What follows belongs to an exercise in optimizing a design on an open flow for small area, a short achievable clock period and few clock cycles; a production flow would make more cautious choices.
The RTL was checked by simulation tests, not by an equivalence proof against the original design.

// xm_bus_top
module xm_bus_top #(
	parameter int WAIT_STATES = 2,
	parameter int TIMEOUT_CYCLES = 8,
	parameter int MEM_WORDS = 256
) (
	input logic clk,
	input logic reset,
	input logic en,
	input logic op,
	input logic size,
	input logic [15:0] addr,
	input logic [15:0] wr_data,
	output logic ready,
	output logic bad_addr,
	output logic rd_err,
	output logic wr_err,
	output logic [15:0] rd_data
);
	logic [15:0] mem [256];
	logic in_range;
	logic accept;
	logic wr_lo;
	logic wr_hi;
	assign ready = 1'b1;
	assign bad_addr = size & addr[0];
	req_ctl ctl_i (
		.reset(reset), .en(en), .op(op), .size(size), .addr_hi(addr[15:9]), .a0(addr[0]),
		.in_range(in_range), .accept(accept), .wr_lo(wr_lo), .wr_hi(wr_hi)
	);
	logic [1:0] err_d;
	hold_mux #(.W(2)) err_mux_i (
		.load(accept | reset),
		.d({op & !in_range & !reset, !op & !in_range & !reset}),
		.q({wr_err, rd_err}),
		.y(err_d)
	);
	always_ff @(posedge clk) begin
		rd_err <= err_d[0];
		wr_err <= err_d[1];
	end
	logic [7:0] hi_data;
	logic [255:0] we_lo;
	logic [255:0] we_hi;
	assign hi_data = size ? wr_data[15:8] : wr_data[7:0];
	wr_decode wr_dec_i (.a(addr[8:1]), .wr_lo(wr_lo), .wr_hi(wr_hi), .we_lo(we_lo), .we_hi(we_hi));
	always_ff @(posedge clk) begin
		for (int w = 0; w < 256; w++) begin
			if (we_lo[w])
				mem[w][7:0] <= wr_data[7:0];
			if (we_hi[w])
				mem[w][15:8] <= hi_data;
		end
	end
	logic [255:0] rsel;
	logic [15:0] word;
	rd_decode rd_dec_i (.a(addr[8:1]), .sel(rsel));
	for (genvar b = 0; b < 16; b++) begin : g_rd
		logic [255:0] col;
		for (genvar w = 0; w < 256; w++) begin : g_col
			assign col[w] = mem[w][b];
		end
		rd_tree tree_i (.d(col), .s(rsel), .y(word[b]));
	end
	logic [15:0] word_q;
	logic sel_lo_q;
	logic sel_hi_q;
	logic size_q;
	logic [18:0] rd_d;
	hold_mux #(.W(19)) rd_mux_i (
		.load(accept & !op),
		.d({size, addr[0], !addr[0], word}),
  ...
Size: ~4100 flip-flops, about 57 I/O pins.
clock: 5.0 ns
lec_check: 0
cap_margin: 20
core_margin: 2
core_utilization: 45
cts_cluster_diameter: 100
cts_cluster_size: 25
place_density: 0.6
setup_slack_margin: 2.4
slew_margin: 20
synth_hierarchical: 1
tns_end_percent: 20
run.sh (not shown) runs the stock make flow with config.mk's settings and CLKGATE_MAP_FILE= SYNTH_SCRIPT=/design/flow/synth_recipe.tcl, a recipe that flattens the netlist after the stock synthesis.
Testbench counts at the start, summed over its fixed seeds: cycles 12,008.
Then changed:
- CORE_UTILIZATION: 45 -> 55
- PLACE_DENSITY: 0.6 -> 0.66
- SETUP_SLACK_MARGIN: 2.4 -> 2.2
The new run went through all stages and came out clean.
Sequential share of layout area grows by 1.8 points.
Die area is lower by about 18%.
Synthesized area stays the same.
Wire length shrinks by 4.2%.
Via count rises by 0.79%.
Cell area came out lower by about 2.5%.
Worst setup slack degrades by 0.12 ns.


xm_bus_top, a different RTL version from the one above (not shown whole).
Size: roughly 11000 cells after synthesis, about 4100 flip-flops, roughly 57 I/O pins, roughly 0.15 mm² of cells after synthesis.
Settings: LEC_CHECK=0, CAP_MARGIN=20, CORE_MARGIN=2, CORE_UTILIZATION=45, CTS_CLUSTER_DIAMETER=100, CTS_CLUSTER_SIZE=25, PLACE_DENSITY=0.6, SETUP_SLACK_MARGIN=2.4, SLEW_MARGIN=20, SYNTH_HIERARCHICAL=1, TNS_END_PERCENT=20; clock period 5.0 ns.
Testbench counts at the start, summed over its fixed seeds: cycles 12,008.
Then changed:
--- a/flow/config.mk
+++ b/flow/config.mk
@@ -8,9 +8,9 @@
 export CAP_MARGIN = 20
 export CORE_MARGIN = 2
-export CORE_UTILIZATION = 45
+export CORE_UTILIZATION = 55
 export CTS_CLUSTER_DIAMETER = 100
 export CTS_CLUSTER_SIZE = 25
-export PLACE_DENSITY = 0.6
-export SETUP_SLACK_MARGIN = 2.4
+export PLACE_DENSITY = 0.66
+export SETUP_SLACK_MARGIN = 2.2
 export SLEW_MARGIN = 20
 export SYNTH_HIERARCHICAL = 1
Via count fell slightly. Non-clock buffer count fell by 135. Setup slack loses 0.089 ns. Wire length fell by a few percent. Count of clock-buffer cells in the layout fell by 2. Cell area fell by a few percent. Cell count fell by a few percent.

-- what the ideal ports hide --
The results above use ideal ports. As a check the final layouts listed here were re-extracted and re-timed, cells and wires unchanged.
Step 1 (the two cells are an assumption about what drives the block):
set clk [get_ports {clk}]
set_driving_cell -lib_cell sky130_fd_sc_hd__clkbuf_16 $clk
set_driving_cell -lib_cell sky130_fd_sc_hd__buf_2 [delete_from_list [all_inputs] $clk]
Step 2 times the ports against the registers' clock, not the clock port: input delays grow and output delays shrink by t, the midpoint of the rising clock arrivals with the driver on.
Three values: ideal ports, drivers, drivers and shift; two values: the first two.
run	t (ns)	setup WS [ns]	hold WS [ns]	worst setup path at the end	pins driven straight from the clock port
the first run of note 1	1.030	2.023 / 1.894 / 0.864	0.372 / 0.293 / 0.511	input to register	1
the second run of note 1	1.007	1.905 / 1.868 / 0.861	0.455 / 0.387 / 0.489	input to register	1
the first run of note 2	1.003	1.998 / 1.946 / 0.943	0.424 / 0.374 / 0.493	input to register	1
the second run of note 2	1.002	1.910 / 1.881 / 0.879	0.462 / 0.408 / 0.496	input to register	1
After both steps every run listed still meets setup and hold. For the first run of note 1, which loses most, drivers alone change the setup slack by -0.129 ns; drivers and shift together by -1.159 ns.
